Background: an optimization exercise with open tools, aiming at small area, a short achievable clock period and few clock cycles per item. Do not read the settings as production practice.
In this exercise RTL edits were held to simulation tests only and were not proved equivalent to the original.
Power is estimated from default activity; no workload was simulated.

## flow/design.v

```verilog
package smac_pkg;
    localparam int MAX_WINDOW = 64;
    localparam int PTR_W      = $clog2(MAX_WINDOW);
    localparam int SUM_W      = 38;
    localparam int SEEN_W     = 7;
    localparam int Q_FRAC     = 16;
    localparam logic [63:0] START_CASH = 64'd10000 << Q_FRAC;
    localparam logic [63:0] SAT_CASH   = START_CASH + 64'd100 * 64'h8000_0000;
    localparam logic [0:0] REG_SHORT = 1'b0;
    localparam logic [0:0] REG_LONG  = 1'b1;
    localparam logic [1:0] ACT_HOLD = 2'd0;
    localparam logic [1:0] ACT_BUY  = 2'd1;
    localparam logic [1:0] ACT_SELL = 2'd2;
endpackage
module smac_ram #(
    parameter int WIDTH = 32,
    parameter int DEPTH = 64
) (
    input  logic                     clk,
    input  logic                     we,
    input  logic [$clog2(DEPTH)-1:0] waddr,
    input  logic [WIDTH-1:0]         wdata,
    input  logic [$clog2(DEPTH)-1:0] raddr_a,
    output logic [WIDTH-1:0]         rdata_a,
    input  logic [$clog2(DEPTH)-1:0] raddr_b,
    output logic [WIDTH-1:0]         rdata_b
);
    logic [WIDTH-1:0] mem [DEPTH];
    always_ff @(posedge clk)
    begin
        if (we)
        begin
            mem[waddr] <= wdata;
        end
    end
    assign rdata_a = mem[raddr_a];
    assign rdata_b = mem[raddr_b];
endmodule
module sma_crossover_backtest (
    input  logic        clk,
    input  logic        rst_n,
    input  logic        s_tvalid,
    output logic        s_tready,
    input  logic [31:0] s_tdata,    
    input  logic        s_tlast,    
    output logic        m_tvalid,
    input  logic        m_tready,
    output logic [39:0] m_tdata,    
    output logic        m_tlast,    
    input  logic        cfg_we,
    input  logic [0:0]  cfg_index,
    input  logic [6:0]  cfg_data
);
    localparam int PW = smac_pkg::PTR_W;
    localparam int SW = smac_pkg::SUM_W;
    localparam int NW = smac_pkg::SEEN_W;
    localparam int DW = 46;               
    localparam int EQ_D = 8;              
    localparam int EQ_W = $clog2(EQ_D);
    localparam int RQ_D = 16;             
    localparam int RQ_W = $clog2(RQ_D);
    function automatic logic [DW-1:0] maj3(input logic [DW-1:0] a, input logic [DW-1:0] b,
                                           input logic [DW-1:0] c);
        maj3 = (a & b) | (a & c) | (b & c);
    endfunction
    logic          cfg_we_q;
    logic [0:0]    cfg_idx_q;
    logic [6:0]    cfg_data_q;
    logic [5:0]    short_win;
    logic [6:0]    long_win;
    logic          restart;           
    logic [5:0]    short_new;
    logic [6:0]    long_new;
    logic          win_ok;
    assign restart   = cfg_we_q;
    assign short_new = (cfg_idx_q == smac_pkg::REG_SHORT) ? cfg_data_q[5:0] : short_win;
    assign long_new  = (cfg_idx_q == smac_pkg::REG_LONG)  ? cfg_data_q      : long_win;
    assign win_ok    = (short_win != 6'd0) && ({1'b0, short_win} < long_win)
                    && (long_win <= 7'(smac_pkg::MAX_WINDOW));
    always_ff @(posedge clk or negedge rst_n)
    begin
        if (!rst_n)
        begin
            cfg_we_q  <= 1'b0;
            short_win <= 6'd5;
            long_win  <= 7'd10;
        end
        else
        begin
            cfg_we_q <= cfg_we;
            if (restart)
            begin
                short_win <= short_new;
                long_win  <= long_new;
            end
        end
    end
    always_ff @(posedge clk)
    begin
        cfg_idx_q  <= cfg_index;
        cfg_data_q <= cfg_data;
    end
    logic          rdy_q;
    logic          acc;
    logic          v1;
    logic [31:0]   pr1;
    logic          l1;
    assign s_tready = rdy_q;
    assign acc      = s_tvalid && rdy_q;
    always_ff @(posedge clk)
    begin
        pr1 <= s_tdata;
        l1  <= s_tlast;
    end
    logic [PW-1:0] ptr, ptr_s, ptr_l;
    logic [NW-1:0] seen;
    logic [NW-1:0] seen_inc;
    logic [31:0]   rd_s, rd_l;
    logic          sub_s1, sub_l1, te1, re1;
    smac_ram #(
        .WIDTH (32),
        .DEPTH (smac_pkg::MAX_WINDOW)
    ) u_ring (
        .clk     (clk),
        .we      (v1),
        .waddr   (ptr),
        .wdata   (pr1),
        .raddr_a (ptr_s),
        .rdata_a (rd_s),
        .raddr_b (ptr_l),
        .rdata_b (rd_l)
    );
    assign seen_inc = (seen < NW'(smac_pkg::MAX_WINDOW + 1)) ? seen + 1'b1 : seen;
    assign sub_s1   = (seen >= {1'b0, short_win});
    assign sub_l1   = (seen >= long_win);
    assign te1      = win_ok && (seen_inc >= long_win) && !(l1 && (seen_inc == long_win));
    assign re1      = l1 && win_ok && (seen_inc > long_win);
    always_ff @(posedge clk or negedge rst_n)
    begin
        if (!rst_n)
        begin
            ptr   <= '0;
            ptr_s <= PW'(0) - PW'(5);
            ptr_l <= PW'(0) - PW'(10);
            seen  <= '0;
        end
        else if (restart)
        begin
            ptr   <= '0;
            ptr_s <= PW'(0) - short_new;
            ptr_l <= PW'(0) - long_new[PW-1:0];
            seen  <= '0;
        end
        else if (v1)
        begin
            ptr   <= ptr + 1'b1;
            ptr_s <= ptr_s + 1'b1;
            ptr_l <= ptr_l + 1'b1;
            seen  <= l1 ? '0 : seen_inc;
        end
    end
    logic          v2;
    logic [31:0]   pr2, os2, ol2;
    logic          l2, ms2, ml2, te2, re2, nz2;
    always_ff @(posedge clk)
    begin
        pr2 <= pr1;
        os2 <= rd_s;
        ol2 <= rd_l;
        l2  <= l1;
        ms2 <= sub_s1;
        ml2 <= sub_l1;
        te2 <= te1;
        re2 <= re1;
        nz2 <= (pr1 != 32'd0);
    end
    logic [SW-1:0] ssum;              
    logic [SW:0]   nls;               
    logic          sfresh;            
    always_ff @(posedge clk or negedge rst_n)
    begin
        if (!rst_n)
            sfresh <= 1'b1;
        else if (restart)
            sfresh <= 1'b1;
        else if (v2)
            sfresh <= l2;
    end
    always_ff @(posedge clk)
    begin
        if (v2)
        begin
            ssum <= (sfresh ? SW'(0) : ssum) + SW'(pr2) - (ms2 ? SW'(os2) : SW'(0));
            nls  <= (sfresh ? (SW+1)'(0) : nls) - (SW+1)'(pr2) + (ml2 ? (SW+1)'(ol2) : (SW+1)'(0));
        end
    end
    logic          v3;
    logic [31:0]   pr3;
    logic          l3, te3, re3, nz3;
    always_ff @(posedge clk)
    begin
        pr3 <= pr2;
        l3  <= l2;
        te3 <= te2;
        re3 <= re2;
        nz3 <= nz2;
    end
    logic [DW-1:0] rows [13];
    logic [DW-1:0] c1 [9];
    logic [DW-1:0] c2 [6];
    logic [DW-1:0] c3 [4];
    logic [DW-1:0] c4 [3];
    logic [DW-1:0] c5 [2];
    always_comb
    begin
        for (int i = 0; i < 7; i++)
            rows[i] = long_win[i] ? (DW'(ssum) << i) : '0;
        for (int j = 0; j < 6; j++)
            rows[7 + j] = short_win[j] ? ({{(DW-SW-1){nls[SW]}}, nls} << j) : '0;
        for (int k = 0; k < 4; k++)
        begin
            c1[2*k]     = rows[3*k] ^ rows[3*k+1] ^ rows[3*k+2];
            c1[2*k + 1] = maj3(rows[3*k], rows[3*k+1], rows[3*k+2]) << 1;
        end
        c1[8] = rows[12];
        for (int k = 0; k < 3; k++)
        begin
            c2[2*k]     = c1[3*k] ^ c1[3*k+1] ^ c1[3*k+2];
            c2[2*k + 1] = maj3(c1[3*k], c1[3*k+1], c1[3*k+2]) << 1;
        end
        for (int k = 0; k < 2; k++)
        begin
            c3[2*k]     = c2[3*k] ^ c2[3*k+1] ^ c2[3*k+2];
            c3[2*k + 1] = maj3(c2[3*k], c2[3*k+1], c2[3*k+2]) << 1;
        end
        c4[0] = c3[0] ^ c3[1] ^ c3[2];
        c4[1] = maj3(c3[0], c3[1], c3[2]) << 1;
        c4[2] = c3[3];
        c5[0] = c4[0] ^ c4[1] ^ c4[2];
        c5[1] = maj3(c4[0], c4[1], c4[2]) << 1;
    end
    logic          v4;
    logic [31:0]   pr4;
    logic          l4, te4, re4, nz4;
    logic [DW-1:0] ds4, dc4;
    always_ff @(posedge clk)
    begin
        pr4 <= pr3;
        l4  <= l3;
        te4 <= te3;
        re4 <= re3;
        nz4 <= nz3;
        ds4 <= c5[0];
        dc4 <= c5[1];
    end
    logic [DW-1:0] dsum;
    logic          gt4, lt4;
    logic          holding;
    logic          buy4, sell4;
    logic          ev4;               
    assign dsum  = ds4 + dc4;
    assign lt4   = dsum[DW-1];
    assign gt4   = !dsum[DW-1] && (dsum != '0);
    assign buy4  = te4 && gt4 && !holding && nz4;
    assign sell4 = te4 && lt4 && holding;
    assign ev4   = buy4 || sell4 || l4;
    always_ff @(posedge clk or negedge rst_n)
    begin
        if (!rst_n)
            holding <= 1'b0;
        else if (restart)
            holding <= 1'b0;
        else if (v4)
        begin
            if (l4)
                holding <= 1'b0;
            else if (buy4)
                holding <= 1'b1;
            else if (sell4)
                holding <= 1'b0;
        end
    end
    logic [31:0]   eq_p   [EQ_D];
    logic [3:0]    eq_f   [EQ_D];
    logic [EQ_W-1:0] eq_wp, eq_rp;
    logic [EQ_W:0]   eq_n;
    logic          eq_push, eq_pop;
    assign eq_push = v4 && ev4;
    always_ff @(posedge clk)
    begin
        if (eq_push)
        begin
            eq_p[eq_wp] <= pr4;
            eq_f[eq_wp] <= {buy4, sell4, l4, re4};
        end
    end
    always_ff @(posedge clk or negedge rst_n)
    begin
        if (!rst_n)
        begin
            eq_wp <= '0;
            eq_rp <= '0;
            eq_n  <= '0;
        end
        else if (restart)
        begin
            eq_wp <= '0;
            eq_rp <= '0;
            eq_n  <= '0;
        end
        else
        begin
            if (eq_push)
                eq_wp <= eq_wp + 1'b1;
            if (eq_pop)
                eq_rp <= eq_rp + 1'b1;
            eq_n <= eq_n + (EQ_W+1)'(eq_push) - (EQ_W+1)'(eq_pop);
        end
    end
    logic [3:0]    rq_f   [RQ_D];
    logic [RQ_W-1:0] rq_wp, rq_rp;
    logic [RQ_W:0]   rq_n;
    logic          rq_push, rq_pop;
    logic [3:0]    rq_head;
    assign rq_push = v4;
    assign rq_head = rq_f[rq_rp];
    always_ff @(posedge clk)
    begin
        if (rq_push)
            rq_f[rq_wp] <= {(buy4 ? smac_pkg::ACT_BUY : sell4 ? smac_pkg::ACT_SELL
                                                          : smac_pkg::ACT_HOLD), l4, re4};
    end
    always_ff @(posedge clk or negedge rst_n)
    begin
        if (!rst_n)
        begin
            rq_wp <= '0;
            rq_rp <= '0;
            rq_n  <= '0;
        end
        else
        begin
            if (rq_push)
                rq_wp <= rq_wp + 1'b1;
            if (rq_pop)
                rq_rp <= rq_rp + 1'b1;
            rq_n <= rq_n + (RQ_W+1)'(rq_push) - (RQ_W+1)'(rq_pop);
        end
    end
    logic [EQ_W:0] cr_e, cr_e_next;
    logic [RQ_W:0] cr_r, cr_r_next;
    assign cr_e_next = (restart ? (EQ_W+1)'(0) : cr_e - (EQ_W+1)'(v4 && !ev4) - (EQ_W+1)'(eq_pop))
                     + (EQ_W+1)'(acc);
    assign cr_r_next = cr_r + (RQ_W+1)'(acc) - (RQ_W+1)'(rq_pop);
    always_ff @(posedge clk or negedge rst_n)
    begin
        if (!rst_n)
        begin
            v1    <= 1'b0;
            v2    <= 1'b0;
            v3    <= 1'b0;
            v4    <= 1'b0;
            cr_e  <= '0;
            cr_r  <= '0;
            rdy_q <= 1'b1;
        end
        else
        begin
            v1    <= acc;
            v2    <= v1;
            v3    <= v2;
            v4    <= v3;
            cr_e  <= cr_e_next;
            cr_r  <= cr_r_next;
            rdy_q <= (cr_e_next < (EQ_W+1)'(EQ_D)) && (cr_r_next < (RQ_W+1)'(RQ_D));
        end
    end
    typedef enum logic [2:0] {
        T_IDLE,
        T_DISP,
        T_DIV,
        T_MUL,
        T_MULEND,
        T_FIN
    } tstate_t;
    tstate_t       tst;
    logic [31:0]   tp;                
    logic [33:0]   tp3;               
    logic          t_buy, t_sell, t_last, t_roi;
    logic          t_hold;            
    logic          t_close;           
    logic          cfresh;            
    logic [63:0]   cash;
    logic [63:0]   cash_cur;
    logic [31:0]   rr;                
    logic [32:0]   rc;                
    logic [63:0]   ll;                
    logic [4:0]    tcnt;
    logic          mlong;             
    logic          roi_start, roi_free;
    assign cash_cur = cfresh ? smac_pkg::START_CASH : cash;
    assign eq_pop   = (tst == T_IDLE) && (eq_n != '0);
    logic          q_sat, q_34, q_38;
    logic [127:0]  dvd;
    assign q_sat  = (cash_cur[63:32] >= tp);
    assign q_34   = (cash_cur < {30'd0, tp, 2'b00});
    assign q_38   = (cash_cur < {26'd0, tp, 6'd0});
    assign dvd    = {32'd0, cash_cur, 32'd0};
    logic [33:0]   dx;
    logic [34:0]   dt1, dt2, dt3;
    logic [31:0]   dr_n;
    logic [1:0]    dq;
    assign dx  = {rr, ll[63:62]};
    assign dt1 = {1'b0, dx} - {3'b0, tp};
    assign dt2 = {1'b0, dx} - {2'b0, tp, 1'b0};
    assign dt3 = {1'b0, dx} - {1'b0, tp3};
    always_comb
    begin
        if (!dt3[34])
        begin
            dq   = 2'd3;
            dr_n = dt3[31:0];
        end
        else if (!dt2[34])
        begin
            dq   = 2'd2;
            dr_n = dt2[31:0];
        end
        else if (!dt1[34])
        begin
            dq   = 2'd1;
            dr_n = dt1[31:0];
        end
        else
        begin
            dq   = 2'd0;
            dr_n = dx[31:0];
        end
    end
    logic [32:0]   ms [7];
    logic [32:0]   mc [7];
    logic [63:0]   ml [7];
    logic [32:0]   mpp;
    logic [32:0]   msum, mcar;
    always_comb
    begin
        ms[0] = {1'b0, rr};
        mc[0] = rc;
        ml[0] = ll;
        for (int i = 0; i < 6; i++)
        begin
            mpp  = (ml[i][0] && !(mlong && tcnt == 5'd0 && i >= 4)) ? {1'b0, tp} : 33'd0;
            msum = ms[i] ^ mc[i] ^ mpp;
            mcar = (ms[i] & mc[i]) | (ms[i] & mpp) | (mc[i] & mpp);
            ms[i+1] = {1'b0, msum[32:1]};
            mc[i+1] = mcar;
            ml[i+1] = {msum[0], ml[i][63:1]};
        end
    end
    logic [32:0]   macc;
    assign macc = {1'b0, rr} + rc;
    always_ff @(posedge clk or negedge rst_n)
    begin
        if (!rst_n)
        begin
            tst    <= T_IDLE;
            t_hold <= 1'b0;
            cfresh <= 1'b1;
        end
        else if (restart)
        begin
            tst    <= T_IDLE;
            t_hold <= 1'b0;
            cfresh <= 1'b1;
        end
        else
        begin
            unique case (tst)
                T_IDLE:
                    if (eq_n != '0)
                        tst <= T_DISP;
                T_DISP:
                begin
                    if (t_buy)
                    begin
                        if (q_sat)
                        begin
                            t_hold <= 1'b1;
                            cfresh <= 1'b0;
                            tst    <= T_FIN;
                        end
                        else
                            tst <= T_DIV;
                    end
                    else if (t_sell)
                        tst <= T_MUL;
                    else
                        tst <= T_FIN;
                end
                T_DIV:
                    if (tcnt == 5'd0)
                    begin
                        t_hold <= 1'b1;
                        cfresh <= 1'b0;
                        tst    <= T_FIN;
                    end
                T_MUL:
                    if (tcnt == 5'd0)
                        tst <= T_MULEND;
                T_MULEND:
                begin
                    t_hold <= 1'b0;
                    cfresh <= 1'b0;
                    tst    <= T_FIN;
                end
                T_FIN:
                begin
                    if (!t_last)
                        tst <= T_IDLE;
                    else if (t_roi && t_hold)
                        tst <= T_MUL;
                    else if (!t_roi || roi_free)
                    begin
                        t_hold <= 1'b0;
                        cfresh <= 1'b1;
                        tst    <= T_IDLE;
                    end
                end
                default:
                    tst <= T_IDLE;
            endcase
        end
    end
    assign roi_start = (tst == T_FIN) && t_last && t_roi && !t_hold && roi_free && !restart;
    always_ff @(posedge clk)
    begin
        unique case (tst)
            T_IDLE:
            begin
                tp     <= eq_p[eq_rp];
                tp3    <= {2'b00, eq_p[eq_rp]} + {1'b0, eq_p[eq_rp], 1'b0};
                {t_buy, t_sell, t_last, t_roi} <= eq_f[eq_rp];
            end
            T_DISP:
            begin
                if (t_buy)
                begin
                    if (q_sat)
                    begin
                        ll   <= '1;
                        cash <= '0;
                    end
                    else if (q_34)
                    begin
                        {rr, ll} <= 96'(dvd << 30);
                        tcnt     <= 5'd16;
                    end
                    else if (q_38)
                    begin
                        {rr, ll} <= 96'(dvd << 26);
                        tcnt     <= 5'd18;
                    end
                    else
                    begin
                        {rr, ll} <= 96'(dvd);
                        tcnt     <= 5'd31;
                    end
                end
                else if (t_sell)
                begin
                    rr    <= '0;
                    rc    <= '0;
                    mlong <= (ll[63:36] != 28'd0);
                    tcnt  <= (ll[63:36] != 28'd0) ? 5'd10 : 5'd5;
                end
            end
            T_DIV:
            begin
                rr   <= dr_n;
                ll   <= {ll[61:0], dq};
                tcnt <= tcnt - 1'b1;
                if (tcnt == 5'd0)
                    cash <= '0;
            end
            T_MUL:
            begin
                rr   <= ms[6][31:0];
                rc   <= mc[6];
                ll   <= ml[6];
                tcnt <= tcnt - 1'b1;
            end
            T_MULEND:
            begin
                if (mlong)
                    cash <= {macc[29:0], ll[63:30]};
                else
                    cash <= {28'd0, macc[31:0], ll[63:60]};
            end
            T_FIN:
            begin
                if (t_last && t_roi && t_hold)
                begin
                    rr    <= '0;
                    rc    <= '0;
                    mlong <= (ll[63:36] != 28'd0);
                    tcnt  <= (ll[63:36] != 28'd0) ? 5'd10 : 5'd5;
                end
            end
            default: ;
        endcase
    end
    typedef enum logic [1:0] {
        R_IDLE,
        R_DIV,
        R_END,
        R_DONE
    } rstate_t;
    rstate_t       rst_s;
    logic [35:0]   ry;                
    logic [4:0]    rrem;
    logic          rneg, rsat;
    logic [2:0]    rcnt;
    logic [31:0]   roi_res;
    logic          roi_take;
    logic [37:0]   rx_pos, rx_neg;
    assign roi_free = (rst_s == R_IDLE);
    assign rx_pos   = cash_cur[37:0] - smac_pkg::START_CASH[37:0];
    assign rx_neg   = smac_pkg::START_CASH[37:0] - cash_cur[37:0];
    logic [35:0]   rdy_y [7];
    logic [4:0]    rdy_r [7];
    logic [5:0]    rtwo;
    always_comb
    begin
        rdy_y[0] = ry;
        rdy_r[0] = rrem;
        for (int i = 0; i < 6; i++)
        begin
            rtwo = {rdy_r[i], rdy_y[i][35]};
            if (rtwo >= 6'd25)
            begin
                rdy_r[i+1] = 5'(rtwo - 6'd25);
                rdy_y[i+1] = {rdy_y[i][34:0], 1'b1};
            end
            else
            begin
                rdy_r[i+1] = rtwo[4:0];
                rdy_y[i+1] = {rdy_y[i][34:0], 1'b0};
            end
        end
    end
    always_ff @(posedge clk or negedge rst_n)
    begin
        if (!rst_n)
            rst_s <= R_IDLE;
        else if (restart)
            rst_s <= R_IDLE;
        else
        begin
            unique case (rst_s)
                R_IDLE: if (roi_start) rst_s <= R_DIV;
                R_DIV:  if (rcnt == 3'd0) rst_s <= R_END;
                R_END:  rst_s <= R_DONE;
                R_DONE: if (roi_take) rst_s <= R_IDLE;
                default: rst_s <= R_IDLE;
            endcase
        end
    end
    always_ff @(posedge clk)
    begin
        unique case (rst_s)
            R_IDLE:
            begin
                rneg <= (cash_cur < smac_pkg::START_CASH);
                rsat <= (cash_cur >= smac_pkg::SAT_CASH);
                ry   <= (cash_cur < smac_pkg::START_CASH) ? rx_neg[37:2] : rx_pos[37:2];
                rrem <= '0;
                rcnt <= 3'd5;
            end
            R_DIV:
            begin
                ry   <= rdy_y[6];
                rrem <= rdy_r[6];
                rcnt <= rcnt - 1'b1;
            end
            R_END:
            begin
                if (rsat)
                    roi_res <= 32'h7FFF_FFFF;
                else if (rneg)
                    roi_res <= 32'd0 - ry[31:0];
                else
                    roi_res <= ry[31:0];
            end
            default: ;
        endcase
    end
    logic          out_v;
    logic [1:0]    out_act;
    logic [31:0]   out_roi;
    logic          out_last;
    logic          out_load;
    assign out_load = (!out_v || m_tready) && (rq_n != '0)
                   && (!rq_head[0] || rst_s == R_DONE);
    assign rq_pop   = out_load;
    assign roi_take = out_load && rq_head[0];
    always_ff @(posedge clk or negedge rst_n)
    begin
        if (!rst_n)
            out_v <= 1'b0;
        else if (out_load)
            out_v <= 1'b1;
        else if (m_tready)
            out_v <= 1'b0;
    end
    always_ff @(posedge clk)
    begin
        if (out_load)
        begin
            out_act  <= rq_head[3:2];
            out_last <= rq_head[1];
            out_roi  <= rq_head[0] ? roi_res : 32'd0;
        end
    end
    assign m_tvalid = out_v;
    assign m_tdata  = {6'd0, out_roi, out_act};
    assign m_tlast  = out_last;
endmodule
```

## flow/config.mk

```make
export PLATFORM = sky130hd
export DESIGN_NAME = sma_crossover_backtest
export DESIGN_NICKNAME = sma_crossover_backtest
export VERILOG_FILES = /design/flow/design.v
export SDC_FILE = /design/flow/constraint.sdc
export NUM_CORES = 4
export LEC_CHECK = 0
export CAP_MARGIN = 20
export CORE_MARGIN = 2
export CORE_UTILIZATION = 40
export SLEW_MARGIN = 20
```

## flow/run.sh

```bash
#!/bin/bash
# synth_recipe.tcl (not shown) runs the flow's synth.tcl, then flattens the netlist and writes it again
# the make line also repeats each setting of config.mk as NAME=value (left out here)
make -C /OpenROAD-flow-scripts/flow DESIGN_CONFIG=/design/flow/config.mk WORK_HOME=/design/flow/orfs CLKGATE_MAP_FILE= SYNTH_SCRIPT=/design/flow/synth_recipe.tcl finish
```

## flow/constraint.sdc

```tcl
create_clock -name core_clock -period 10.0 [get_ports {clk}]
set_input_delay 2.0000 -clock core_clock [delete_from_list [all_inputs] [get_ports {clk}]]
set_output_delay 2.0000 -clock core_clock [all_outputs]
set_load 0.01 [all_outputs]
```

==> results of run 1 <==
state kept, by name, indices dropped and copies added (netlist names), 32 cells and up:
register / count
cash: 64
dc4: 43
ds4: 46
eq_f: 32
eq_p: 256
ll: 64
nls: 39
ol2: 32
os2: 32
out_roi: 32
pr1: 32
pr2: 32
pr3: 32
pr4: 32
rc: 32
roi_res: 32
rq_f: 64
rr: 32
ry: 36
ssum: 38
tp: 32
tp3: 33
u_ring.mem: 2048
cell type report:
cell class / count / share of cell area [%]
Antenna cell: 14 / 0.0177
Clock buffer: 464 / 4.91
Clock inverter: 190 / 1.09
Inverter: 945 / 1.80
Multi-Input combinational cell: 6734 / 39.3
Sequential cell: 3247 / 47.7
Tap cell: 5904 / 3.74
Timing Repair Buffer: 322 / 1.43
synth_stat cells, types with 21 or more instances:
library cell               instances
sky130_fd_sc_hd__nand2_1         579
sky130_fd_sc_hd__o21a_1           55
sky130_fd_sc_hd__nor2_1          487
sky130_fd_sc_hd__a31oi_1          32
sky130_fd_sc_hd__clkbuf_1        467
sky130_fd_sc_hd__mux2_2           60
sky130_fd_sc_hd__a211oi_1         86
sky130_fd_sc_hd__nor2b_1         107
sky130_fd_sc_hd__a21oi_1         426
sky130_fd_sc_hd__xnor2_1         210
sky130_fd_sc_hd__mux2i_1         118
sky130_fd_sc_hd__o21bai_1         24
sky130_fd_sc_hd__buf_1           125
sky130_fd_sc_hd__mux4_2         1424
sky130_fd_sc_hd__dfxtp_1         304
sky130_fd_sc_hd__a21o_1          147
sky130_fd_sc_hd__or3_1            34
sky130_fd_sc_hd__xor2_1          131
sky130_fd_sc_hd__nand4_1          62
sky130_fd_sc_hd__nand2b_1        157
sky130_fd_sc_hd__inv_1           942
sky130_fd_sc_hd__nor3_1           75
sky130_fd_sc_hd__dfrtp_1          70
sky130_fd_sc_hd__nor4_1           36
sky130_fd_sc_hd__o31ai_1          29
sky130_fd_sc_hd__o21ai_0         249
sky130_fd_sc_hd__o211ai_1         43
sky130_fd_sc_hd__edfxtp_1       2857
sky130_fd_sc_hd__or2_2            26
sky130_fd_sc_hd__a21boi_0         21
sky130_fd_sc_hd__and2_1          482
sky130_fd_sc_hd__nand3_1          87
sky130_fd_sc_hd__ha_1            488
sky130_fd_sc_hd__and3_1           94
sky130_fd_sc_hd__fa_1            686
stage by stage:
step	setup slack (ns)	util (%)	std cells	total power [mW]	area (sq um)
4_1_cts	1.88	44.8	17800	69.0	197000
6_report	1.82	44.8	17800	68.4	197000
3_5_place_dp	1.96	42.1	17200	55.4	185000
5_1_grt	1.14	44.8	17800	73.4	197000
3_3_place_gp	2.14	42.1	17200	54.8	185000
2_1_floorplan	1.82	-	11500	43.1	177000
power by group through the flow:
| stage | clock network [mW] | registers, mW | logic, mW |
|---|---|---|---|
| 2_1_floorplan | 0 | 17.9 | 25.2 |
| 3_3_place_gp | 0 | 18.9 | 36.0 |
| 3_5_place_dp | 0 | 18.9 | 36.4 |
| 4_1_cts | 13.7 | 18.7 | 36.7 |
| 5_1_grt | 14.2 | 18.8 | 40.4 |
| 6_report | 13.4 | 18.7 | 36.3 |
worst register-to-register path, delay by kind of cell, from the launching register on:
family                     cells  cell delay [ns]
xor gates and xnor gates       5             1.30
muxes                          1             0.34
and+or+nand+nor                7             1.58
buffers and inverters          5             0.60
adders and majority gates      6             1.56
AOI/OAI and AO/OA              8             2.14
DFF                            1             0.51
how the worst min path moves through the flow:
| stage | slack (ns) | endpoint | cells past startpoint | startpoint |
|---|---|---|---|---|
| detailed placement | 0.31 | pr4[14] | 0 | pr3[14] |
| global placement | 0.31 | te3 | 0 | te2 |
| global route | 0.29 | pr4[31] | 0 | pr3[31] |
| floorplan | 0.31 | l4 | 0 | l3 |
| finish | 0.29 | pr4[31] | 0 | pr3[31] |
| CTS | 0.27 | pr4[31] | 0 | pr3[31] |
kinds of logic (layout without fill, tap and decap cells):
group | Yosys count | count (layout) | share of synthesized area, %
XOR/XNOR | 342 | 342 | 1.70
flip-flops | 3247 | 3247 | 53.2
AO/OA/AOI/OAI | 1329 | 1329 | 4.90
multiplexers | 1603 | 1603 | 19.2
other | 1 | 20 | 0.00212
buffers and inverters | 1547 | 1921 | 3.30
adder cells (fa/ha/maj) | 1174 | 1174 | 11.2
AND/OR/NAND/NOR | 2280 | 2280 | 6.50
metal layers:
metal / vias to the layer above / wire length [microns] / global-route usage, %
met2: 5046 / 257000 / 39.1
met1: 55700 / 200000 / 30.0
met4: 6 / 26800 / 10.5
met5: - / 40 / 0
met3: 1163 / 43400 / 4.01
li1: 44000 / - / -
==> notes.md, run 1 <==
# TYPE chip_impl_metric gauge
chip_impl_metric{name="die_area",unit="sq um"} 447000
chip_impl_metric{name="switching_share",unit="%"} 41.4
chip_impl_metric{name="cts.sink_count",unit=""} 3247
chip_impl_metric{name="drcViolationCount",unit=""} 0
chip_impl_metric{name="ff2ff_path_depth",unit=""} 32
chip_impl_metric{name="post-route-period-util",unit="%"} 81.8
chip_impl_metric{name="worst_ir_drop_vdd",unit="uV"} 335
chip_impl_metric{name="leakagePower",unit="nW"} 70.1
chip_impl_metric{name="cts_inserted_buffers",unit=""} 354
chip_impl_metric{name="synth_edf_count",unit=""} 2857
chip_impl_metric{name="max-slew-margin-rel",unit="%"} 20.9
chip_impl_metric{name="fillerInstances",unit=""} 38400
chip_impl_metric{name="critical_path_buf_inv_count",unit=""} 5
chip_impl_metric{name="top_level_ports",unit=""} 89
chip_impl_metric{name="fmaxAchievable",unit="GHz"} 0.122
chip_impl_metric{name="clock_latency",unit="ns"} 0.98
chip_impl_metric{name="detail_route.wl_per_cell",unit="microns"} 29.6
chip_impl_metric{name="floorplan.initialDensity",unit="%"} 40.1
chip_impl_info{name="setup.worst_path.start",value="rrem[0]"} 1
chip_impl_metric{name="totalWireLength",unit="microns"} 527000
chip_impl_metric{name="timing.final.max_slew_violations",unit=""} 0
chip_impl_metric{name="register_area",unit="sq um"} 94200
chip_impl_metric{name="post_cts_buffers",unit=""} 0
chip_impl_metric{name="holdWs",unit="ns"} 0.289
chip_impl_metric{name="via_count_of_the_first_global_routing_pass",unit=""} 110000
chip_impl_metric{name="min_period",unit="ns"} 8.18
chip_impl_metric{name="power_frac_clock",unit="%"} 19.7
chip_impl_metric{name="die_height",unit="microns"} 669
chip_impl_metric{name="postSynthCellCount",unit=""} 11500
chip_impl_info{name="delay_heaviest_family_cp",value="compound AO/OA/AOI/OAI gates"} 1
chip_impl_metric{name="drt-initial-drc-count",unit=""} 12300
chip_impl_metric{name="critical_path.max_stage_delay",unit="ns"} 0.61
chip_impl_info{name="most-common-layout-cells",value="2857 x sky130_fd_sc_hd__edfxtp_1, 1424 x sky130_fd_sc_hd__mux4_2, 941 x sky130_fd_sc_hd__inv_1"} 1
chip_impl_metric{name="p_comb_share",unit="%"} 53.0
chip_impl_metric{name="worstPathRequired",unit="ns"} 10.75
chip_impl_info{name="yosys-top-cells-area",value="sky130_fd_sc_hd__edfxtp_1 49%, sky130_fd_sc_hd__mux4_2 18%, sky130_fd_sc_hd__fa_1 7.8%"} 1
chip_impl_metric{name="cap_viol_max_count",unit=""} 0
chip_impl_metric{name="number_of_vias_in_the_routed_layout",unit=""} 106000
chip_impl_metric{name="power.density_cell_area",unit="nW/um^2"} 346
chip_impl_info{name="regToRegEndpoint",value="rrem[1]"} 1
chip_impl_info{name="outcome",value="no timing/DRC/antenna violations"} 1
chip_impl_metric{name="ctsResizeCount",unit=""} 0
chip_impl_metric{name="globalRouteOverflowTotal",unit=""} 0
chip_impl_metric{name="drt_pre_antenna_iters",unit=""} 7
chip_impl_metric{name="final.setup.tns",unit="ns"} 0
chip_impl_metric{name="syn_area_per_cell",unit="sq um"} 15.3
chip_impl_metric{name="multiInputGateArea",unit="sq um"} 77600
chip_impl_info{name="synth_ff_type",value="sky130_fd_sc_hd__edfxtp_1"} 1
chip_impl_info{name="cp-end-kind",value="register"} 1
chip_impl_metric{name="synth_sequential_area_ratio",unit="%"} 53.2
chip_impl_metric{name="worstMarginPinSlew",unit="ns"} 1.18
chip_impl_metric{name="cp.depth",unit=""} 32
chip_impl_metric{name="drt.antenna.violating_nets",unit=""} 0
chip_impl_metric{name="area_growth",unit="%"} 11.6
chip_impl_metric{name="reg2reg_setup_slack",unit="ns"} 1.82
chip_impl_info{name="cp_common_cell",value="sky130_fd_sc_hd__ha_1"} 1
chip_impl_metric{name="worst-path-max-fanout",unit=""} 8
chip_impl_metric{name="die_width",unit="microns"} 669
chip_impl_metric{name="yosys.cell_types.count",unit=""} 100
chip_impl_metric{name="core.rowCount",unit=""} 244
chip_impl_info{name="grt_setup_unrepaired",value="false"} 1
chip_impl_info{name="synth_top_area_cell",value="sky130_fd_sc_hd__edfxtp_1"} 1
chip_impl_metric{name="cts_max_path_buffers",unit=""} 4
chip_impl_metric{name="crit_arrival",unit="ns"} 8.92
chip_impl_metric{name="yosysWarningCount",unit=""} 13
chip_impl_info{name="mostFrequentLayoutCell",value="sky130_fd_sc_hd__edfxtp_1"} 1
chip_impl_metric{name="io_buffers",unit=""} 82
chip_impl_metric{name="grt_usage",unit="%"} 23.4
chip_impl_metric{name="wire_length_of_the_first_global_routing_pass",unit="microns"} 765000
chip_impl_metric{name="report.final.hold_viol_count",unit=""} 0
chip_impl_metric{name="final_nets",unit=""} 12800
chip_impl_metric{name="detailed_place_hpwl",unit="microns"} 338000
chip_impl_info{name="worst_path_max_delay_cell",value="sky130_fd_sc_hd__or4b_1"} 1
chip_impl_metric{name="viasPerCell",unit=""} 5.95
chip_impl_metric{name="power_report.internal_total",unit="mW"} 40.1
chip_impl_metric{name="clk_pin_slew_worst_paths",unit="ns"} 0.06
chip_impl_metric{name="ctsHoldBuffers",unit=""} 0
chip_impl_info{name="critPathLaunchType",value="register"} 1
chip_impl_metric{name="yosysTopAreaCellShare",unit="%"} 48.5
chip_impl_metric{name="placeableCoreArea",unit="sq um"} 441000
chip_impl_metric{name="finalWeightedCongestion",unit=""} 0.911
chip_impl_metric{name="cts-htree-levels",unit=""} 5
chip_impl_info{name="tritoncts",value="built"} 1
chip_impl_metric{name="netlist_area",unit="sq um"} 177000
chip_impl_info{name="reg2reg_from",value="rrem[0]"} 1
chip_impl_info{name="critical_path_sink",value="rrem[1]"} 1
chip_impl_info{name="root_buffer",value="sky130_fd_sc_hd__clkbuf_16"} 1
chip_impl_metric{name="grt_max_degree",unit=""} 137
chip_impl_metric{name="seq_power_share",unit="%"} 27.3
chip_impl_info{name="hold_path.class",value="reg2reg"} 1
chip_impl_metric{name="grt_antenna_before_repair",unit=""} 27
chip_impl_metric{name="clock_skew",unit="ns"} 0.0922
chip_impl_metric{name="timing.final.setup_violations",unit=""} 0
chip_impl_metric{name="async_flop_share",unit="%"} 2.65
chip_impl_info{name="critical_path_class",value="reg2reg"} 1
chip_impl_metric{name="netSwitchingPower",unit="mW"} 28.3
chip_impl_metric{name="postSynthRegisterBits",unit=""} 3247
chip_impl_metric{name="post_route_cells_drive_above_1_share",unit="%"} 20.7
Testbench counts, summed over its fixed seeds: cycles 35,611, items 19,495.
==> inputs of run 2 (changes only) <==
--- a/flow/design.v
+++ b/flow/design.v
@@ -57,7 +57,7 @@
     localparam int DW = 46;               
     localparam int EQ_D = 8;              
     localparam int EQ_W = $clog2(EQ_D);
-    localparam int RQ_D = 16;             
+    localparam int RQ_D = 32;             
     localparam int RQ_W = $clog2(RQ_D);
     function automatic logic [DW-1:0] maj3(input logic [DW-1:0] a, input logic [DW-1:0] b,
                                            input logic [DW-1:0] c);
@@ -256,27 +256,40 @@
     logic [DW-1:0] dsum;
     logic          gt4, lt4;
     logic          holding;
-    logic          buy4, sell4;
-    logic          ev4;               
+    logic          buy5, sell5;
+    logic          ev5;               
     assign dsum  = ds4 + dc4;
     assign lt4   = dsum[DW-1];
     assign gt4   = !dsum[DW-1] && (dsum != '0);
-    assign buy4  = te4 && gt4 && !holding && nz4;
-    assign sell4 = te4 && lt4 && holding;
-    assign ev4   = buy4 || sell4 || l4;
+    logic          v5;
+    logic [31:0]   pr5;
+    logic          l5, te5, re5, nz5, gt5, lt5;
+    always_ff @(posedge clk)
+    begin
+        pr5 <= pr4;
+        l5  <= l4;
+        te5 <= te4;
+        re5 <= re4;
+        nz5 <= nz4;
+        gt5 <= gt4;
+        lt5 <= lt4;
+    end
+    assign buy5  = te5 && gt5 && !holding && nz5;
+    assign sell5 = te5 && lt5 && holding;
+    assign ev5   = buy5 || sell5 || l5;
     always_ff @(posedge clk or negedge rst_n)
     begin
         if (!rst_n)
             holding <= 1'b0;
         else if (restart)
             holding <= 1'b0;
-        else if (v4)
+        else if (v5)
         begin
-            if (l4)
+            if (l5)
                 holding <= 1'b0;
-            else if (buy4)
+            else if (buy5)
                 holding <= 1'b1;
-            else if (sell4)
+            else if (sell5)
                 holding <= 1'b0;
         end
     end
@@ -285,13 +298,13 @@
     logic [EQ_W-1:0] eq_wp, eq_rp;
     logic [EQ_W:0]   eq_n;
     logic          eq_push, eq_pop;
-    assign eq_push = v4 && ev4;
+    assign eq_push = v5 && ev5;
     always_ff @(posedge clk)
     begin
         if (eq_push)
         begin
-            eq_p[eq_wp] <= pr4;
-            eq_f[eq_wp] <= {buy4, sell4, l4, re4};
+            eq_p[eq_wp] <= pr5;
+            eq_f[eq_wp] <= {buy5, sell5, l5, re5};
         end
     end
     always_ff @(posedge clk or negedge rst_n)
@@ -322,13 +335,13 @@
     logic [RQ_W:0]   rq_n;
     logic          rq_push, rq_pop;
     logic [3:0]    rq_head;
-    assign rq_push = v4;
+    assign rq_push = v5;
     assign rq_head = rq_f[rq_rp];
     always_ff @(posedge clk)
     begin
         if (rq_push)
-            rq_f[rq_wp] <= {(buy4 ? smac_pkg::ACT_BUY : sell4 ? smac_pkg::ACT_SELL
-                                                          : smac_pkg::ACT_HOLD), l4, re4};
+            rq_f[rq_wp] <= {(buy5 ? smac_pkg::ACT_BUY : sell5 ? smac_pkg::ACT_SELL
+                                                          : smac_pkg::ACT_HOLD), l5, re5};
     end
     always_ff @(posedge clk or negedge rst_n)
     begin
@@ -349,7 +362,7 @@
     end
     logic [EQ_W:0] cr_e, cr_e_next;
     logic [RQ_W:0] cr_r, cr_r_next;
-    assign cr_e_next = (restart ? (EQ_W+1)'(0) : cr_e - (EQ_W+1)'(v4 && !ev4) - (EQ_W+1)'(eq_pop))
+    assign cr_e_next = (restart ? (EQ_W+1)'(0) : cr_e - (EQ_W+1)'(v5 && !ev5) - (EQ_W+1)'(eq_pop))
                      + (EQ_W+1)'(acc);
     assign cr_r_next = cr_r + (RQ_W+1)'(acc) - (RQ_W+1)'(rq_pop);
     always_ff @(posedge clk or negedge rst_n)
@@ -360,6 +373,7 @@
             v2    <= 1'b0;
             v3    <= 1'b0;
             v4    <= 1'b0;
+            v5    <= 1'b0;
             cr_e  <= '0;
             cr_r  <= '0;
             rdy_q <= 1'b1;
@@ -370,14 +384,38 @@
             v2    <= v1;
             v3    <= v2;
             v4    <= v3;
+            v5    <= v4;
             cr_e  <= cr_e_next;
             cr_r  <= cr_r_next;
             rdy_q <= (cr_e_next < (EQ_W+1)'(EQ_D)) && (cr_r_next < (RQ_W+1)'(RQ_D));
         end
     end
+    logic          hv;
+    logic [31:0]   hp;
+    logic          h_buy, h_sell, h_last, h_roi;
+    logic          h_take;
+    assign eq_pop = (eq_n != '0) && (!hv || h_take);
+    always_ff @(posedge clk or negedge rst_n)
+    begin
+        if (!rst_n)
+            hv <= 1'b0;
+        else if (restart)
+            hv <= 1'b0;
+        else if (eq_pop)
+            hv <= 1'b1;
+        else if (h_take)
+            hv <= 1'b0;
+    end
+    always_ff @(posedge clk)
+    begin
+        if (eq_pop)
+        begin
+            hp <= eq_p[eq_rp];
+            {h_buy, h_sell, h_last, h_roi} <= eq_f[eq_rp];
+        end
+    end
     typedef enum logic [2:0] {
         T_IDLE,
-        T_DISP,
         T_DIV,
         T_MUL,
         T_MULEND,
@@ -386,9 +424,8 @@
     tstate_t       tst;
     logic [31:0]   tp;                
     logic [33:0]   tp3;               
-    logic          t_buy, t_sell, t_last, t_roi;
+    logic          t_last, t_roi;
     logic          t_hold;            
-    logic          t_close;           
     logic          cfresh;            
     logic [63:0]   cash;
     logic [63:0]   cash_cur;
@@ -398,13 +435,15 @@
     logic [4:0]    tcnt;
     logic          mlong;             
     logic          roi_start, roi_free;
+    logic          pos_long;
     assign cash_cur = cfresh ? smac_pkg::START_CASH : cash;
-    assign eq_pop   = (tst == T_IDLE) && (eq_n != '0);
+    assign h_take   = (tst == T_IDLE) && hv;
+    assign pos_long = (ll[63:36] != 28'd0);
     logic          q_sat, q_34, q_38;
     logic [127:0]  dvd;
-    assign q_sat  = (cash_cur[63:32] >= tp);
-    assign q_34   = (cash_cur < {30'd0, tp, 2'b00});
-    assign q_38   = (cash_cur < {26'd0, tp, 6'd0});
+    assign q_sat  = (cash_cur[63:32] >= hp);
+    assign q_34   = (cash_cur < {30'd0, hp, 2'b00});
+    assign q_38   = (cash_cur < {26'd0, hp, 6'd0});
     assign dvd    = {32'd0, cash_cur, 32'd0};
     logic [33:0]   dx;
     logic [34:0]   dt1, dt2, dt3;
@@ -459,6 +498,10 @@
     end
     logic [32:0]   macc;
     assign macc = {1'b0, rr} + rc;
+    logic          fin_now;           
+    logic          fin_close;         
+    assign fin_close = h_roi && t_hold;
+    assign fin_now   = !fin_close && (!h_roi || roi_free);
     always_ff @(posedge clk or negedge rst_n)
     begin
         if (!rst_n)
@@ -477,32 +520,37 @@
         begin
             unique case (tst)
                 T_IDLE:
-                    if (eq_n != '0)
-                        tst <= T_DISP;
-                T_DISP:
-                begin
-                    if (t_buy)
+                    if (hv)
                     begin
-                        if (q_sat)
+                        if (h_buy)
+                        begin
+                            if (q_sat)
+                            begin
+                                t_hold <= 1'b1;
+                                cfresh <= 1'b0;
+                                tst    <= h_last ? T_FIN : T_IDLE;
+                            end
+                            else
+                                tst <= T_DIV;
+                        end
+                        else if (h_sell)
+                            tst <= T_MUL;
+                        else if (fin_close)
+                            tst <= T_MUL;
+                        else if (fin_now)
                         begin
-                            t_hold <= 1'b1;
-                            cfresh <= 1'b0;
-                            tst    <= T_FIN;
+                            t_hold <= 1'b0;
+                            cfresh <= 1'b1;
                         end
                         else
-                            tst <= T_DIV;
+                            tst <= T_FIN;
                     end
-                    else if (t_sell)
-                        tst <= T_MUL;
-                    else
-                        tst <= T_FIN;
-                end
                 T_DIV:
                     if (tcnt == 5'd0)
                     begin
                         t_hold <= 1'b1;
                         cfresh <= 1'b0;
-                        tst    <= T_FIN;
+                        tst    <= t_last ? T_FIN : T_IDLE;
                     end
                 T_MUL:
                     if (tcnt == 5'd0)
@@ -511,13 +559,11 @@
                 begin
                     t_hold <= 1'b0;
                     cfresh <= 1'b0;
-                    tst    <= T_FIN;
+                    tst    <= t_last ? T_FIN : T_IDLE;
                 end
                 T_FIN:
                 begin
-                    if (!t_last)
-                        tst <= T_IDLE;
-                    else if (t_roi && t_hold)
+                    if (t_roi && t_hold)
                         tst <= T_MUL;
                     else if (!t_roi || roi_free)
                     begin
@@ -531,19 +577,20 @@
             endcase
         end
     end
-    assign roi_start = (tst == T_FIN) && t_last && t_roi && !t_hold && roi_free && !restart;
+    assign roi_start = !restart && roi_free
+                    && (((tst == T_IDLE) && hv && !h_buy && !h_sell && h_roi && !t_hold)
+                     || ((tst == T_FIN) && t_roi && !t_hold));
     always_ff @(posedge clk)
     begin
         unique case (tst)
             T_IDLE:
+            if (hv)
             begin
-                tp     <= eq_p[eq_rp];
-                tp3    <= {2'b00, eq_p[eq_rp]} + {1'b0, eq_p[eq_rp], 1'b0};
-                {t_buy, t_sell, t_last, t_roi} <= eq_f[eq_rp];
-            end
-            T_DISP:
-            begin
-                if (t_buy)
+                tp     <= hp;
+                tp3    <= {2'b00, hp} + {1'b0, hp, 1'b0};
+                t_last <= h_last;
+                t_roi  <= h_roi;
+                if (h_buy)
                 begin
                     if (q_sat)
                     begin
@@ -566,12 +613,12 @@
                         tcnt     <= 5'd31;
                     end
                 end
-                else if (t_sell)
+                else
                 begin
                     rr    <= '0;
                     rc    <= '0;
-                    mlong <= (ll[63:36] != 28'd0);
-                    tcnt  <= (ll[63:36] != 28'd0) ? 5'd10 : 5'd5;
+                    mlong <= pos_long;
+                    tcnt  <= pos_long ? 5'd10 : 5'd5;
                 end
             end
             T_DIV:
@@ -598,13 +645,10 @@
             end
             T_FIN:
             begin
-                if (t_last && t_roi && t_hold)
-                begin
-                    rr    <= '0;
-                    rc    <= '0;
-                    mlong <= (ll[63:36] != 28'd0);
-                    tcnt  <= (ll[63:36] != 28'd0) ? 5'd10 : 5'd5;
-                end
+                rr    <= '0;
+                rc    <= '0;
+                mlong <= pos_long;
+                tcnt  <= pos_long ? 5'd10 : 5'd5;
             end
             default: ;
         endcase
@@ -612,40 +656,86 @@
     typedef enum logic [1:0] {
         R_IDLE,
         R_DIV,
-        R_END,
         R_DONE
     } rstate_t;
     rstate_t       rst_s;
     logic [35:0]   ry;                
     logic [4:0]    rrem;
     logic          rneg, rsat;
-    logic [2:0]    rcnt;
-    logic [31:0]   roi_res;
+    logic [3:0]    rcnt;
     logic          roi_take;
     logic [37:0]   rx_pos, rx_neg;
     assign roi_free = (rst_s == R_IDLE);
     assign rx_pos   = cash_cur[37:0] - smac_pkg::START_CASH[37:0];
     assign rx_neg   = smac_pkg::START_CASH[37:0] - cash_cur[37:0];
-    logic [35:0]   rdy_y [7];
-    logic [4:0]    rdy_r [7];
-    logic [5:0]    rtwo;
+    function automatic logic [5:0] st25(input logic [4:0] r, input logic b);
+        case ({r, b})
+            6'd0: st25 = {1'b0, 5'd0};
+            6'd1: st25 = {1'b0, 5'd1};
+            6'd2: st25 = {1'b0, 5'd2};
+            6'd3: st25 = {1'b0, 5'd3};
+            6'd4: st25 = {1'b0, 5'd4};
+            6'd5: st25 = {1'b0, 5'd5};
+            6'd6: st25 = {1'b0, 5'd6};
+            6'd7: st25 = {1'b0, 5'd7};
+            6'd8: st25 = {1'b0, 5'd8};
+            6'd9: st25 = {1'b0, 5'd9};
+            6'd10: st25 = {1'b0, 5'd10};
+            6'd11: st25 = {1'b0, 5'd11};
+            6'd12: st25 = {1'b0, 5'd12};
+            6'd13: st25 = {1'b0, 5'd13};
+            6'd14: st25 = {1'b0, 5'd14};
+            6'd15: st25 = {1'b0, 5'd15};
+            6'd16: st25 = {1'b0, 5'd16};
+            6'd17: st25 = {1'b0, 5'd17};
+            6'd18: st25 = {1'b0, 5'd18};
+            6'd19: st25 = {1'b0, 5'd19};
+            6'd20: st25 = {1'b0, 5'd20};
+            6'd21: st25 = {1'b0, 5'd21};
+            6'd22: st25 = {1'b0, 5'd22};
+            6'd23: st25 = {1'b0, 5'd23};
+            6'd24: st25 = {1'b0, 5'd24};
+            6'd25: st25 = {1'b1, 5'd0};
+            6'd26: st25 = {1'b1, 5'd1};
+            6'd27: st25 = {1'b1, 5'd2};
+            6'd28: st25 = {1'b1, 5'd3};
+            6'd29: st25 = {1'b1, 5'd4};
+            6'd30: st25 = {1'b1, 5'd5};
+            6'd31: st25 = {1'b1, 5'd6};
+            6'd32: st25 = {1'b1, 5'd7};
+            6'd33: st25 = {1'b1, 5'd8};
+            6'd34: st25 = {1'b1, 5'd9};
+            6'd35: st25 = {1'b1, 5'd10};
+            6'd36: st25 = {1'b1, 5'd11};
+            6'd37: st25 = {1'b1, 5'd12};
+            6'd38: st25 = {1'b1, 5'd13};
+            6'd39: st25 = {1'b1, 5'd14};
+            6'd40: st25 = {1'b1, 5'd15};
+            6'd41: st25 = {1'b1, 5'd16};
+            6'd42: st25 = {1'b1, 5'd17};
+            6'd43: st25 = {1'b1, 5'd18};
+            6'd44: st25 = {1'b1, 5'd19};
+            6'd45: st25 = {1'b1, 5'd20};
+            6'd46: st25 = {1'b1, 5'd21};
+            6'd47: st25 = {1'b1, 5'd22};
+            6'd48: st25 = {1'b1, 5'd23};
+            6'd49: st25 = {1'b1, 5'd24};
+            default: st25 = 6'd0;
+        endcase
+    endfunction
+    localparam int RS = 4;            
+    logic [35:0]   rdy_y [RS+1];
+    logic [4:0]    rdy_r [RS+1];
+    logic [5:0]    rstep [RS];
     always_comb
     begin
         rdy_y[0] = ry;
         rdy_r[0] = rrem;
-        for (int i = 0; i < 6; i++)
+        for (int i = 0; i < RS; i++)
         begin
-            rtwo = {rdy_r[i], rdy_y[i][35]};
-            if (rtwo >= 6'd25)
-            begin
-                rdy_r[i+1] = 5'(rtwo - 6'd25);
-                rdy_y[i+1] = {rdy_y[i][34:0], 1'b1};
-            end
-            else
-            begin
-                rdy_r[i+1] = rtwo[4:0];
-                rdy_y[i+1] = {rdy_y[i][34:0], 1'b0};
-            end
+            rstep[i]   = st25(rdy_r[i], rdy_y[i][35]);
+            rdy_r[i+1] = rstep[i][4:0];
+            rdy_y[i+1] = {rdy_y[i][34:0], rstep[i][5]};
         end
     end
     always_ff @(posedge clk or negedge rst_n)
@@ -658,8 +748,7 @@
         begin
             unique case (rst_s)
                 R_IDLE: if (roi_start) rst_s <= R_DIV;
-                R_DIV:  if (rcnt == 3'd0) rst_s <= R_END;
-                R_END:  rst_s <= R_DONE;
+                R_DIV:  if (rcnt == 4'd0) rst_s <= R_DONE;
                 R_DONE: if (roi_take) rst_s <= R_IDLE;
                 default: rst_s <= R_IDLE;
             endcase
@@ -674,26 +763,19 @@
                 rsat <= (cash_cur >= smac_pkg::SAT_CASH);
                 ry   <= (cash_cur < smac_pkg::START_CASH) ? rx_neg[37:2] : rx_pos[37:2];
                 rrem <= '0;
-                rcnt <= 3'd5;
+                rcnt <= 4'(36 / RS - 1);
             end
             R_DIV:
             begin
-                ry   <= rdy_y[6];
-                rrem <= rdy_r[6];
+                ry   <= rdy_y[RS];
+                rrem <= rdy_r[RS];
                 rcnt <= rcnt - 1'b1;
             end
-            R_END:
-            begin
-                if (rsat)
-                    roi_res <= 32'h7FFF_FFFF;
-                else if (rneg)
-                    roi_res <= 32'd0 - ry[31:0];
-                else
-                    roi_res <= ry[31:0];
-            end
             default: ;
         endcase
     end
+    logic [31:0]   roi_res;
+    assign roi_res = rsat ? 32'h7FFF_FFFF : rneg ? 32'd0 - ry[31:0] : ry[31:0];
     logic          out_v;
     logic [1:0]    out_act;
     logic [31:0]   out_roi;
--- a/flow/config.mk
+++ b/flow/config.mk
@@ -8,4 +8,5 @@
 export CAP_MARGIN = 20
 export CORE_MARGIN = 2
 export CORE_UTILIZATION = 40
+export SETUP_SLACK_MARGIN = 5
 export SLEW_MARGIN = 20
==> run 2 against run 1 <==
Net effect:
- die area grew 2.4%
- maximum frequency is 67% higher
- via count grew 1.9%
- utilization is essentially flat
- clock-buffer cell count is 54 higher
- hold slack gained 0.035 ns
- routed wire length rose by 1.7%
- non-clock buffer count grew 29
- sequential share of layout area up 0.35 points
- largest cell class unchanged
- largest power group unchanged
- highest routed layer unchanged
==> notes.md, run 2 <==
# TYPE chip_impl_metric gauge
chip_impl_metric{name="postSynthRegisterBits",unit=""} 3364
chip_impl_metric{name="detail_route.wl_per_cell",unit="microns"} 29.5
chip_impl_metric{name="crit_arrival",unit="ns"} 5.45
chip_impl_info{name="mostFrequentLayoutCell",value="sky130_fd_sc_hd__edfxtp_1"} 1
chip_impl_info{name="netlist_top_cells_count",value="2924 x sky130_fd_sc_hd__edfxtp_1, 1456 x sky130_fd_sc_hd__mux4_2, 977 x sky130_fd_sc_hd__inv_1"} 1
chip_impl_metric{name="worst_ir_drop_vdd",unit="uV"} 439
chip_impl_metric{name="min_period",unit="ns"} 4.89
chip_impl_metric{name="yosysWarningCount",unit=""} 14
chip_impl_metric{name="ctsHoldBuffers",unit=""} 0
chip_impl_metric{name="cts-htree-levels",unit=""} 5
chip_impl_metric{name="drcViolationCount",unit=""} 0
chip_impl_metric{name="number_of_vias_in_the_routed_layout",unit=""} 108000
chip_impl_metric{name="grt_usage",unit="%"} 23.1
chip_impl_metric{name="final.setup.tns",unit="ns"} 0
chip_impl_metric{name="cts_inserted_buffers",unit=""} 360
chip_impl_metric{name="globalRouteOverflowTotal",unit=""} 0
chip_impl_metric{name="top_level_ports",unit=""} 89
chip_impl_metric{name="grt_antenna_before_repair",unit=""} 25
chip_impl_metric{name="die_area",unit="sq um"} 458000
chip_impl_metric{name="die_width",unit="microns"} 677
chip_impl_metric{name="seq_power_share",unit="%"} 28.4
chip_impl_metric{name="worstPathRequired",unit="ns"} 10.56
chip_impl_metric{name="power_report.internal_total",unit="mW"} 40.2
chip_impl_metric{name="max-slew-margin-rel",unit="%"} 15.3
chip_impl_metric{name="power_after_layout",unit="mW"} 68.3
chip_impl_metric{name="syn_area_per_cell",unit="sq um"} 15.4
chip_impl_metric{name="register_area",unit="sq um"} 97200
chip_impl_metric{name="layout.core_utilization",unit="%"} 44.8
chip_impl_metric{name="leakagePower",unit="nW"} 71.9
chip_impl_info{name="critPathLaunchType",value="register"} 1
chip_impl_info{name="reg2reg_from",value="cfresh"} 1
chip_impl_info{name="outcome",value="no timing/DRC/antenna violations"} 1
chip_impl_metric{name="worstMarginPinSlew",unit="ns"} 1.26
chip_impl_metric{name="cap_viol_max_count",unit=""} 0
chip_impl_metric{name="clk_pin_slew_worst_paths",unit="ns"} 0.06
chip_impl_metric{name="setup_slack",unit="ns"} 5.11
chip_impl_info{name="critical_path_sink",value="cash[51]"} 1
chip_impl_metric{name="clock_skew",unit="ns"} 0.108
chip_impl_metric{name="finalWeightedCongestion",unit=""} 0.921
chip_impl_metric{name="area_growth",unit="%"} 11.7
chip_impl_metric{name="netSwitchingPower",unit="mW"} 28.1
chip_impl_info{name="most-common-layout-cells",value="2924 x sky130_fd_sc_hd__edfxtp_1, 1456 x sky130_fd_sc_hd__mux4_2, 974 x sky130_fd_sc_hd__inv_1"} 1
chip_impl_metric{name="number_of_flip_flops_in_the_largest_register",unit=""} 2048
chip_impl_info{name="setup.worst_path.start",value="cfresh"} 1
chip_impl_metric{name="drt_pre_antenna_iters",unit=""} 7
chip_impl_metric{name="detailed_place_hpwl",unit="microns"} 349000
chip_impl_metric{name="multiInputGateArea",unit="sq um"} 78800
chip_impl_info{name="root_buffer",value="sky130_fd_sc_hd__clkbuf_16"} 1
chip_impl_metric{name="floorplan.initialDensity",unit="%"} 40.1
chip_impl_metric{name="switching_share",unit="%"} 41.1
chip_impl_metric{name="viasPerCell",unit=""} 5.94
chip_impl_metric{name="report.final.hold_viol_count",unit=""} 0
chip_impl_info{name="yosys-top-cells-area",value="sky130_fd_sc_hd__edfxtp_1 48%, sky130_fd_sc_hd__mux4_2 18%, sky130_fd_sc_hd__fa_1 7.6%"} 1
chip_impl_info{name="synth_ff_type",value="sky130_fd_sc_hd__edfxtp_1"} 1
chip_impl_metric{name="fillerInstances",unit=""} 39300
chip_impl_info{name="yosys.cell_count.top_type",value="sky130_fd_sc_hd__edfxtp_1"} 1
chip_impl_metric{name="worst-path-max-fanout",unit=""} 65
chip_impl_metric{name="critical_path.max_stage_delay",unit="ns"} 0.68
chip_impl_metric{name="wire_length_of_the_first_global_routing_pass",unit="microns"} 780000
chip_impl_metric{name="dp_worst_slack",unit="ns"} 4.21
chip_impl_metric{name="postSynthCellCount",unit=""} 11800
chip_impl_metric{name="die_height",unit="microns"} 677
chip_impl_metric{name="totalWireLength",unit="microns"} 536000
chip_impl_metric{name="core.rowCount",unit=""} 247
chip_impl_info{name="grt_setup_unrepaired",value="true"} 1
chip_impl_metric{name="synth_edf_count",unit=""} 2924
chip_impl_metric{name="met2WireLength",unit="microns"} 260000
chip_impl_metric{name="timing.final.setup_violations",unit=""} 0
chip_impl_metric{name="yosysTopAreaCellShare",unit="%"} 48.5
chip_impl_metric{name="met3RoutedLength",unit="microns"} 42700
chip_impl_info{name="largest_registers",value="u_ring.mem x2048, eq_p x256, rq_f x128"} 1
chip_impl_metric{name="post-route-period-util",unit="%"} 48.9
chip_impl_metric{name="placeableCoreArea",unit="sq um"} 452000
chip_impl_info{name="critical_path_class",value="reg2reg"} 1
chip_impl_metric{name="drt-initial-drc-count",unit=""} 12800
chip_impl_info{name="synth_top_area_cell",value="sky130_fd_sc_hd__edfxtp_1"} 1
chip_impl_metric{name="drt.antenna.violating_nets",unit=""} 0
chip_impl_metric{name="synth_sequential_area_ratio",unit="%"} 53.6
chip_impl_info{name="largest_register",value="u_ring.mem"} 1
chip_impl_info{name="highest_metal_layer_with_signal_wires",value="met5"} 1
chip_impl_metric{name="p_comb_share",unit="%"} 51.7
chip_impl_metric{name="cts_max_path_buffers",unit=""} 4
chip_impl_metric{name="netlist_area",unit="sq um"} 181000
chip_impl_metric{name="met1_wire_length",unit="microns"} 210000
chip_impl_metric{name="ff2ff_path_depth",unit=""} 13
chip_impl_metric{name="fmaxAchievable",unit="GHz"} 0.205
chip_impl_metric{name="power_frac_clock",unit="%"} 19.8
chip_impl_metric{name="post_route_cells_drive_above_1_share",unit="%"} 20.9
chip_impl_metric{name="grt_max_degree",unit=""} 122
chip_impl_metric{name="io_buffers",unit=""} 82
chip_impl_metric{name="power.density_cell_area",unit="nW/um^2"} 338
chip_impl_metric{name="reg2reg_setup_slack",unit="ns"} 5.11
chip_impl_info{name="hold_path.class",value="reg2reg"} 1
chip_impl_metric{name="timing.final.max_slew_violations",unit=""} 0
chip_impl_metric{name="final_nets",unit=""} 13100
chip_impl_info{name="worst_path_max_delay_cell",value="sky130_fd_sc_hd__dfstp_4"} 1
chip_impl_metric{name="yosys.cell_types.count",unit=""} 99
chip_impl_info{name="cp-end-kind",value="register"} 1
chip_impl_metric{name="clock_latency",unit="ns"} 1.00
chip_impl_metric{name="via_count_of_the_first_global_routing_pass",unit=""} 112000
chip_impl_info{name="crit_chain",value="buf_4 > buf_6 > nor2b_1 > ha_1 > nand3_1 > nor2_1 > nand2_1 > or4_1 > nor4_1 > o22a_2 > nand4_1 > a21oi_4 > buf_8"} 1
chip_impl_info{name="tritoncts",value="built"} 1
chip_impl_metric{name="cts.sink_count",unit=""} 3364
chip_impl_metric{name="async_flop_share",unit="%"} 2.73
chip_impl_info{name="regToRegEndpoint",value="cash[51]"} 1
## run 2: cell count changes in the layout (fill, tap and decap cells not counted), moves of 35 or more
cell / delta
sky130_fd_sc_hd__a21oi_1: -59
sky130_fd_sc_hd__and2_1: +35
sky130_fd_sc_hd__dfxtp_1: +44
sky130_fd_sc_hd__edfxtp_1: +67
sky130_fd_sc_hd__mux2i_1: -74
sky130_fd_sc_hd__nor2_1: +62
## run 2: cell families (layout without fill, tap and decap cells)
logic type	count (synthesis)	after routing	synth area share, %
AO/OA/AOI/OAI	1360	1360	5.03
adder cells (fa/ha/maj)	1184	1184	11.0
XOR/XNOR	340	340	1.64
AND/OR/NAND/NOR	2376	2376	6.60
flip-flops	3364	3364	53.6
buffers and inverters	1584	1999	3.31
multiplexers	1570	1570	18.8
other	1	23	0.00207
## run 2: power by group through the flow
| stage | clock network [mW] | registers [mW] | logic [mW] |
|---|---|---|---|
| 6_report | 13.5 | 19.4 | 35.3 |
| 3_3_place_gp | 0 | 19.7 | 34.9 |
| 5_1_grt | 14.3 | 19.6 | 39.4 |
| 2_1_floorplan | 0 | 18.5 | 23.9 |
| 4_1_cts | 13.8 | 19.4 | 35.8 |
| 3_5_place_dp | 0 | 19.7 | 35.5 |
## run 2: area by class of cell
class / count / area share, %
well taps: 5976 / 3.70
multi-input cells: 6836 / 39.0
flip-flops and latches: 3364 / 48.1
clock buffers: 518 / 5.08
inverters: 978 / 1.82
diodes: 17 / 0.0210
clock inverters: 152 / 0.813
repair buffers: 351 / 1.53
## run 2: worst min-delay path by stage
stage / from / to / slack, ns / depth (start not counted)
6_report: pr3[24] / pr4[24] / 0.32 / 0
2_1_floorplan: l3 / l4 / 0.31 / 0
3_3_place_gp: pr4[13] / pr5[13] / 0.31 / 0
3_5_place_dp: pr4[17] / pr5[17] / 0.31 / 0
4_1_cts: pr3[0] / pr4[0] / 0.32 / 0
5_1_grt: pr3[21] / pr4[21] / 0.33 / 0
## run 2: routing by layer
| layer | up-vias | global-route usage [%] |
|---|---|---|
| li1 | 45100 | - |
| met1 | 57000 | 30.4 |
| met2 | 4789 | 38.4 |
| met3 | 1026 | 3.88 |
| met4 | 8 | 8.77 |
| met5 | - | 0 |
## run 2: metrics by stage
step | std cells | area [sq um] | hold slack (ns)
2_1_floorplan | 11800 | 181000 | 0.310
3_3_place_gp | 17500 | 190000 | 0.311
3_5_place_dp | 17500 | 190000 | 0.312
4_1_cts | 18200 | 202000 | 0.325
5_1_grt | 18200 | 202000 | 0.328
6_report | 18200 | 202000 | 0.324
## run 2: repair_timing
action,CTS,global route
setup endpoints to repair,181,185
pin swaps,1,5
cloned,1,0
resized for setup,23,36
buffers inserted,3,17
## run 2: worst max-delay path, delay by kind of cell, from the launching register on
family / cells / cell delay (ns)
buffers and inverters: 3 / 0.94
AOI/OAI and AO/OA: 2 / 0.60
DFF: 1 / 0.68
and+or+nand+nor: 7 / 1.85
adders and majority gates: 1 / 0.32
Testbench counts of run 2, summed over its fixed seeds: cycles 31,516, items 19,495.

-- port drivers added, routing unchanged --
In the flow no input, the clock included, has a driving cell. The finished layouts below were timed again as built, in two steps.
Step 1 (the two cells are an assumption about what drives the block):
set clk [get_ports {clk}]
set_driving_cell -lib_cell sky130_fd_sc_hd__clkbuf_16 $clk
set_driving_cell -lib_cell sky130_fd_sc_hd__buf_2 [delete_from_list [all_inputs] $clk]
Step 2 also shifts input and output timing later by t, the mid clock arrival at the registers, as if the neighbouring blocks saw the same clock.
Slacks: no drivers / after step 1 / after step 2; pairs: no drivers / after step 1.
run	t, ns	slack for setup (ns)	cell pins on the clock port's net
run 1	1.043	1.820 / 1.820 / 1.820	1
run 2	1.083	5.113 / 5.113 / 5.113	1
After both steps setup and hold are still met in every run listed.
